Context: an optimization exercise on an open-source flow, tuned for small area, a short achievable clock period and few clock cycles per item. The choices shown serve that exercise and are no tape-out recipe.
Where RTL was checked, it was by simulation tests only, not by an equivalence proof against the original.
Power figures rest on the tool's default switching activity, not on a simulated workload.

== north ==
==> flow/design.v (excerpt) <==
module pn_eval #(
  parameter int DATA_W = 3,
  parameter int OUT_W = 64,
  parameter int MAX_LEN = 20
) (
  input  logic              clk,
  input  logic              rst,
  input  logic              in_valid,
  input  logic [DATA_W-1:0] in,
  input  logic              operator,
  input  logic              mode,
  output logic              out_valid,
  output logic [OUT_W-1:0]  out,
  output logic              err
);
==> flow/config.mk <==
export PLATFORM = sky130hd
export DESIGN_NAME = pn_eval
export DESIGN_NICKNAME = pn_eval
export VERILOG_FILES = /design/flow/design.v
export SDC_FILE = /design/flow/constraint.sdc
export NUM_CORES = 8
export LEC_CHECK = 0
export CAP_MARGIN = 20
export CORE_MARGIN = 2
export CORE_UTILIZATION = 60
export CTS_CLUSTER_DIAMETER = 80
export CTS_CLUSTER_SIZE = 30
export SETUP_SLACK_MARGIN = 1.0
export SLEW_MARGIN = 20
==> flow/constraint.sdc <==
create_clock -name core_clock -period 16.0 [get_ports {clk}]
set_input_delay 3.2000 -clock core_clock [delete_from_list [all_inputs] [get_ports {clk}]]
set_output_delay 3.2000 -clock core_clock [all_outputs]
set_load 0.01 [all_outputs]
standard.sh (not shown) runs the stock make flow with config.mk's settings and CLKGATE_MAP_FILE= SYNTH_SCRIPT=/design/flow/synth_recipe.tcl, a recipe that flattens the netlist after the stock synthesis.
==> flow/flow/run.sh <==
#!/bin/bash
# The standard ORFS layout (standard.sh: the standard synthesis, floorplan, power grid, CTS
# and routing), with two changes in how it is made: the port buffers are buf_2 cells (the default
# choice is a slow delay buffer), and repair_timing keeps a larger setup margin than the 16 ns
# clock needs, so that it sizes and buffers the design for speed. Each step's full log stays in
# orfs/logs; make's output is in standard_flow.log.
set -euo pipefail
bash standard.sh "BUFFER_PORTS_ARGS=-buffer_cell sky130_fd_sc_hd__buf_2" SETUP_SLACK_MARGIN=11.4 finish > standard_flow.log 2>&1
north: PASS, flow complete, no timing, DRC or antenna violations
Testbench counts of north, summed over its fixed seeds: cycles 4,812, items 384.
Here is what was changed in the inputs of south compared with north.
- setting PLACE_DENSITY_LB_ADDON to 0.2 for the first time
- removing CTS_CLUSTER_SIZE (formerly 30)
- removing CTS_CLUSTER_DIAMETER (formerly 80)
Findings:
Compared south against north; sequential cell area within noise.
Summary — number of setup buffers added after CTS, south relative to north: lower, by 10.
Relative to north, met2 usage has decreased by 3.1 points in south.
For the worst slew margin relative to its limit, south came in 6.7 points higher than north did.
Input-level comparison between east and south:
- PLACE_DENSITY_LB_ADDON: 0.2 -> unset
## What came out
Result for east and south: all clean. After detailed routing, south needs less wire than east. Changes observed in east relative to south: post-layout minimum cycle time picked up an extra 35 ps, delay of the slowest cell on the worst path saw an increase, sequential share of layout area stayed essentially flat. east ended up with a lower upper clock frequency limit than south did. As of east, power density normalized to cell area had fallen slightly compared to south. Count of clock buffers in the final design delta for east relative to south: 4 lower. Share of total power in the clock network was higher in the run labelled east. Comparing all-layer global routing usage for east and south, the smaller number came from south. For cell area, south and east come out practically identical.

* * *

## violet
Another version of the RTL of pn_eval (not shown whole).
Size in the first run: roughly 2200 cells after synthesis, about 320 flip-flops, ~74 I/O pins, ~20000 um2 of cells after synthesis.
## pn_eval
module pn_eval #(
  parameter int DATA_W = 3,
  parameter int OUT_W = 64,
  parameter int MAX_LEN = 20
) (
  input  logic              clk,
  input  logic              rst,
  input  logic              in_valid,
  input  logic [DATA_W-1:0] in,
  input  logic              operator,
  input  logic              mode,
  output logic              out_valid,
  output logic [OUT_W-1:0]  out,
  output logic              err
);
==> flow/config.mk <==
export PLATFORM = sky130hd
export DESIGN_NAME = pn_eval
export DESIGN_NICKNAME = pn_eval
export VERILOG_FILES = /design/flow/design.v
export SDC_FILE = /design/flow/constraint.sdc
export NUM_CORES = 8
export LEC_CHECK = 0
export CAP_MARGIN = 20
export CORE_MARGIN = 2
export CORE_UTILIZATION = 40
export SETUP_SLACK_MARGIN = 1.0
export SLEW_MARGIN = 20
==> flow/constraint.sdc <==
create_clock -name core_clock -period 16.0 [get_ports {clk}]
set_input_delay 3.2000 -clock core_clock [delete_from_list [all_inputs] [get_ports {clk}]]
set_output_delay 3.2000 -clock core_clock [all_outputs]
set_load 0.01 [all_outputs]
==> flow/flow/run.sh <==
#!/bin/bash
# Standard ORFS layout (the standard.sh, unchanged synthesis, floorplan, power grid and
# routing), with repair_timing asked to keep a larger setup margin than the 16 ns clock needs,
# so that it sizes and buffers the design for speed. Each step's full log stays in orfs/logs.
set -euo pipefail
bash standard.sh SETUP_SLACK_MARGIN=11.4 finish > standard_flow.log 2>&1
Per the final summary, violet finished and its layout is clean on timing, DRC and antenna.
The inputs of amber differ from those of violet as listed below.
-- flow/flow/run.sh --
<<< violet, line 6
bash standard.sh SETUP_SLACK_MARGIN=11.4 finish > standard_flow.log 2>&1
>>> amber, line 6
bash standard.sh SETUP_SLACK_MARGIN=11.0 finish > standard_flow.log 2>&1
Results
Power shrinks slightly when moving from violet to amber. Compared with violet, amber shows a lower last weighted congestion value of the routability-driven placer. Cmp amber vs violet: routed length on met3 lower in amber. Summary of amber over violet: buffer count excluding the clock tree in the final layout now sits lower; combinational share of power -1.0 points. No stage failed in amber, and the final checks on the layout all came back clean. violet → amber: worst setup margin has decreased; via count has decreased; routed length on met2 has decreased. ~same worst hold-check slack in amber and violet. violet has a higher highest fanout seen on the critical path than amber.
Edits applied to the flow inputs when going from amber to harbor:
==> flow/run.sh (new file) <==
#!/bin/bash
# synth_recipe.tcl (not shown) runs the flow's synth.tcl, then flattens the netlist and writes it again
# the make line also repeats each setting of config.mk as NAME=value (left out here)
make -C /OpenROAD-flow-scripts/flow DESIGN_CONFIG=/design/flow/config.mk WORK_HOME=/design/flow/orfs CLKGATE_MAP_FILE= SYNTH_SCRIPT=/design/flow/synth_recipe.tcl finish
removed: flow/flow/run.sh
removed: flow/standard.sh
## What came out
- Of the two values seen for critical path's slowest cell, sky130_fd_sc_hd__or4_4 was produced by amber and sky130_fd_sc_hd__or4_1 by harbor.
- On worst hold slack, harbor and amber are neck and neck.
- harbor packs its core more loosely than amber.
- Looking at power across harbor and amber, the one that comes out higher is amber.
- Compared with amber, harbor shows total setup buffers inserted after CTS lower by 17.
- [harbor] clock power fell about 5.4% relative to amber
Function was not checked in any run of this note: the RTL went through the layout flow alone.

[separate check: timing with driven ports]
No port has a modelled driver above. Below, the same layouts with a new extraction and two added sets of constraints.
Step 1 sets driving cells, clkbuf_16 on the clock port and buf_2 on the other inputs (assumed; they add their load-dependent delay and slew).
Step 2 moves the port delays by t, midway between the first and last clock arrival at a register: inputs arrive t later, outputs are due t later. That takes back most of the time a late clock gives input paths.
a / b / c = ideal / step 1 / step 2; a / b = the first two.
| run | shift t [ns] | setup slack, ns | worst slew at a driven data input, ns |
|---|---|---|---|
| north | 0.581 | 11.344 / 11.344 / 10.861 | 0.08 |
| south | 0.639 | 11.428 / 11.378 / 10.850 | 0.06 |
| east | 0.570 | 11.393 / 11.338 / 10.848 | 0.08 |
| violet | 0.619 | 10.800 / 10.807 / 10.188 | 0.05 |
| amber | 0.605 | 10.772 / 10.785 / 10.180 | 0.05 |
| harbor | 0.611 | 9.776 / 9.810 / 9.200 | 0.03 |
After both steps every run listed still meets setup and hold. For violet, which loses most, drivers alone change the setup slack by +0.007 ns; drivers and shift together by -0.612 ns.
